Context: an optimization exercise on an open-source flow, tuned for small area. The choices shown serve that exercise and are no tape-out recipe.
Where RTL was checked, it was by simulation tests only, not by an equivalence proof against the original.
Power figures rest on the tool's default switching activity, not on a simulated workload. The flow treats the clock pin as an ideal source, which a real chip does not have.

== the previous run ==
## sobel_window_gen
module sobel_window_gen
#(
    parameter int IMG_W = sobel_pkg::IMG_W_DEF,
    parameter int IMG_H = sobel_pkg::IMG_H_DEF
) (
    input  logic        sys_clk_i,
    input  logic        sys_rst_ni,
    input  logic        pix_valid_i,
    input  logic        sof_i,
    input  sobel_pkg::pix_t        data_red_i,
    input  sobel_pkg::pix_t        data_green_i,
    input  sobel_pkg::pix_t        data_blue_i,
    output logic [71:0] win_o,
    output logic        win_valid_o,
    output logic        frame_done_o
);
    localparam int CW    = (IMG_W > 1) ? $clog2(IMG_W) : 1;
    localparam int RW    = (IMG_H > 1) ? $clog2(IMG_H) : 1;
    localparam int DEPTH = 2 * IMG_W + 3;
    sobel_pkg::state_t          state_q;
    logic [CW-1:0]   col_q, cur_col, nxt_col;
    logic [RW-1:0]   row_q, cur_row, nxt_row;
    logic            take, eol, last, win_gate;
    sobel_pkg::pix_t gray, gray_q;
    logic            shift_q, shift_nq, pol_q;
    logic [1:0]      vld_pipe, done_pipe;
    logic [DEPTH*8-1:0] sr;
    always_comb begin
        take     = pix_valid_i && (sof_i || state_q == sobel_pkg::FILL || state_q == sobel_pkg::STREAM);
        cur_col  = sof_i ? '0 : col_q;
        cur_row  = sof_i ? '0 : row_q;
        eol      = (cur_col == CW'(IMG_W - 1));
        last     = eol && (cur_row == RW'(IMG_H - 1));
        nxt_col  = eol ? '0 : cur_col + CW'(1);
        nxt_row  = eol ? (last ? '0 : cur_row + RW'(1)) : cur_row;
        win_gate = take && (cur_row >= RW'(2)) && (cur_col >= CW'(2));
    end
    always_ff @(posedge sys_clk_i or negedge sys_rst_ni) begin
        if (!sys_rst_ni) begin
  ...
Size in the first run: roughly 2600 flip-flops, roughly 100 I/O pins.
clock: 10.0 ns
lec_check: 0
cap_margin: 20
core_margin: 2
core_utilization: 65
cts_buf_list: sky130_fd_sc_hd__clkbuf_8 sky130_fd_sc_hd__clkbuf_16
cts_cluster_diameter: 80
cts_cluster_size: 30
slew_margin: 20
run.sh (not shown) runs the stock make flow with config.mk's settings and CLKGATE_MAP_FILE= SYNTH_SCRIPT=/design/flow/synth_recipe.tcl, a recipe that flattens the netlist after the stock synthesis.
The final layout from the previous run, which completed every stage, passed the timing, design-rule and antenna checks at the end of the flow.
[inputs] the current run vs the previous run
Settings: CTS_BUF_LIST removed (was sky130_fd_sc_hd__clkbuf_8 sky130_fd_sc_hd__clkbuf_16); CTS_CLUSTER_DIAMETER removed (was 80); CORE_UTILIZATION changed from 65 to 75; CTS_CLUSTER_SIZE removed (was 30).
==> flow/flow/run.sh (new file) <==
#!/bin/bash
# Standard layout, with two changes passed to the ORFS scripts through their
# own environment hooks: port buffers use the smallest buffer, and clock tree
# synthesis uses larger sink clusters and no dummy loads.
set -euo pipefail
export BUFFER_PORTS_ARGS="-buffer_cell sky130_fd_sc_hd__buf_1"
export CTS_ARGS="-sink_clustering_enable -repair_clock_nets -sink_clustering_size 22 -sink_clustering_max_diameter 50 -buf_list {sky130_fd_sc_hd__clkbuf_8} -dont_use_dummy_load"
bash standard.sh > standard.log 2>&1
==> flow/standard.sh (new file) <==
#!/bin/bash
# synth_recipe.tcl (not shown) runs the flow's synth.tcl, then flattens the netlist and writes it again
# the make line also repeats each setting of config.mk as NAME=value (left out here)
make -C /OpenROAD-flow-scripts/flow DESIGN_CONFIG=/design/flow/config.mk WORK_HOME=/design/flow/orfs CLKGATE_MAP_FILE= SYNTH_SCRIPT=/design/flow/synth_recipe.tcl "${@:-finish}"
removed: flow/run.sh
--- outcome ---
The current run vs. the previous run: routed wire length +740 um; data arrival time of the worst path went down by 50 ps; global-route met2 utilization grew by 4.7 points; sequential share of layout area higher.
Comparing the current run against the previous run, there is no change at all in async set-reset flop share out of synthesis.
Diff the current run..the previous run | area occupied by multi-input gates | negligible
Non-clock buffer count, the previous run and the current run: larger value in the previous run
Relative to the previous run, the share of total power in the clock network of the current run is lower by 1.3 points.
Relative to the previous run, the current run improves power.
No run of this note included a check of the RTL's function; only the layout flow was run.

---

Setup of P:
Another version of the RTL of sobel_window_gen (not shown whole).
Size: roughly 6,100 cells after synthesis, ~2,600 flip-flops, about 100 I/O pins.
export LEC_CHECK = 0
export CAP_MARGIN = 20
export CORE_MARGIN = 2
export CORE_UTILIZATION = 75
export SLEW_MARGIN = 20
export SYNTH_HIERARCHICAL = 1
create_clock -name core_clock -period 10.0 [get_ports {sys_clk_i}]
standard.sh (not shown) runs the stock make flow with config.mk's settings and CLKGATE_MAP_FILE= SYNTH_SCRIPT=/design/flow/synth_recipe.tcl, a recipe that flattens the netlist after the stock synthesis.
==> flow/flow/run.sh <==
#!/bin/bash
# Standard layout, with two changes passed to the ORFS scripts through their
# own environment hooks: port buffers use the smallest buffer, and clock tree
# synthesis uses larger sink clusters and no dummy loads.
set -euo pipefail
export BUFFER_PORTS_ARGS="-buffer_cell sky130_fd_sc_hd__buf_1"
export CTS_ARGS="-sink_clustering_enable -repair_clock_nets -sink_clustering_size 36 -sink_clustering_max_diameter 60 -buf_list {sky130_fd_sc_hd__clkbuf_16} -dont_use_dummy_load"
bash standard.sh > standard.log 2>&1
P: PASS, flow complete, no timing, DRC or antenna violations
For Q, these inputs were changed with respect to P:
==> flow/flow/run.sh <==
#!/bin/bash
# Standard layout, with two changes passed to the ORFS scripts through their
# own environment hooks: port buffers use the smallest buffer, and clock tree
# synthesis uses larger sink clusters and no dummy loads.
set -euo pipefail
export BUFFER_PORTS_ARGS="-buffer_cell sky130_fd_sc_hd__buf_1"
export CTS_ARGS="-sink_clustering_enable -repair_clock_nets -sink_clustering_size 22 -sink_clustering_max_diameter 50 -buf_list {sky130_fd_sc_hd__clkbuf_8} -dont_use_dummy_load"
bash standard.sh > standard.log 2>&1
Notes after the runs:
- Relative to P, the worst voltage drop across the vdd grid of Q is higher by 0.014 mV.
- Overall routing resource usage ended up 0.29 points lower on Q than on P.
- There was hardly any difference in delay contributed by the slowest stage of the critical path between P and Q.
- Final cell count without fillers essentially unchanged between P and Q.
- Q against P: final worst hold slack lost 0.048 ns, global-route track usage on met2 increased 0.35 points, slack of the worst reg-to-reg path barely changed, routed wire length decreased 1900 um, clock network fraction of design power went down.

---

sobel_window_gen, a different RTL version from the one above (not shown whole).
Size in the first run: roughly 6,100 cells after synthesis, roughly 100 I/O pins, about 0.076 mm² of cells after synthesis.
clock: 10.0 ns
lec_check: 0
cap_margin: 20
core_margin: 2
core_utilization: 75
slew_margin: 20
synth_hierarchical: 1
==> flow/flow/run.sh <==
#!/bin/bash
# Standard layout, with two changes passed to the ORFS scripts through their
# own environment hooks: port buffers use the smallest buffer, and clock tree
# synthesis uses larger sink clusters and no dummy loads.
set -euo pipefail
export BUFFER_PORTS_ARGS="-buffer_cell sky130_fd_sc_hd__buf_1"
export CTS_ARGS="-sink_clustering_enable -repair_clock_nets -sink_clustering_size 34 -sink_clustering_max_diameter 80 -buf_list {sky130_fd_sc_hd__clkbuf_16} -dont_use_dummy_load"
bash standard.sh > standard.log 2>&1
The baseline ran to the end with no violations.
Then changed:
==> flow/flow/run.sh (replaced) <==
#!/bin/bash
# Standard layout, with two changes passed to the ORFS scripts through their
# own environment hooks: port buffers use the smallest buffer, and clock tree
# synthesis uses larger sink clusters and no dummy loads.
set -euo pipefail
export BUFFER_PORTS_ARGS="-buffer_cell sky130_fd_sc_hd__buf_1"
export CTS_ARGS="-sink_clustering_enable -repair_clock_nets -sink_clustering_size 22 -sink_clustering_max_diameter 50 -buf_list {sky130_fd_sc_hd__clkbuf_8} -dont_use_dummy_load"
bash standard.sh > standard.log 2>&1
Settings changed: CORE_UTILIZATION 75 to 85.
After rerunning: First-iteration DRC count increases by 14%; design area decreases by 0.40%; core utilization increases by 9.8 points; setup slack gets better by 0.22 ns; fmax increases by 2.4%; critical path depth does not change; clock-buffer cell count increases by 57; power decreases by about 0.8%; clock skew decreases by 0.016 ns; global-route usage increases by 4.0 points.
Then changed:
Settings changed: CORE_UTILIZATION 85 to 75.
=> Wire length drops by 6.0%. Core utilization drops by 9.9 points. Hold slack loses 0.0073 ns. Worst setup slack loses 0.091 ns. Design area is about the same. Die area climbs by 13%. Cell count climbs by 1.9%. Maximum frequency drops by 0.97%. Total power drops by 0.31%. Non-clock buffer count drops by 2.

-- static timing again, ports no longer ideal --
No port has a modelled driver above. Below, the same layouts with a new extraction and two added sets of constraints. Step 1: set_driving_cell puts a clkbuf_16 on sys_clk_i and a buf_2 on each other input, an assumption about the parent block. Step 2, shift: input delay + t, output delay - t, t = (earliest + latest rising clock arrival at the registers) / 2. This alone moves slack from input paths to output paths. Slacks: ideal / step 1 / step 2; pairs: ideal / step 1.
| run | t (ns) | setup WS [ns] | worst register clock-pin slew, ns |
|---|---|---|---|
| the previous run | 0.763 | 0.328 / 0.372 / -0.391 | 0.11 / 0.11 |
| the current run | 0.878 | 0.474 / 0.509 / -0.369 | 0.12 / 0.12 |
| P | 0.789 | 0.575 / 0.619 / -0.170 | 0.12 / 0.12 |
| Q | 0.889 | 0.631 / 0.672 / -0.217 | 0.12 / 0.12 |
| the first run of note 3 | 0.722 | 0.524 / 0.572 / -0.150 | 0.12 / 0.12 |
| the second run of note 3 | 0.911 | 0.743 / 0.792 / -0.120 | 0.12 / 0.12 |
| the third run of note 3 | 0.885 | 0.652 / 0.697 / -0.187 | 0.12 / 0.12 |
Met with ideal ports but missed after step 2: setup timing in every run listed. For the second run of note 3, which loses most, drivers alone change the setup slack by +0.049 ns; drivers and shift together by -0.863 ns.
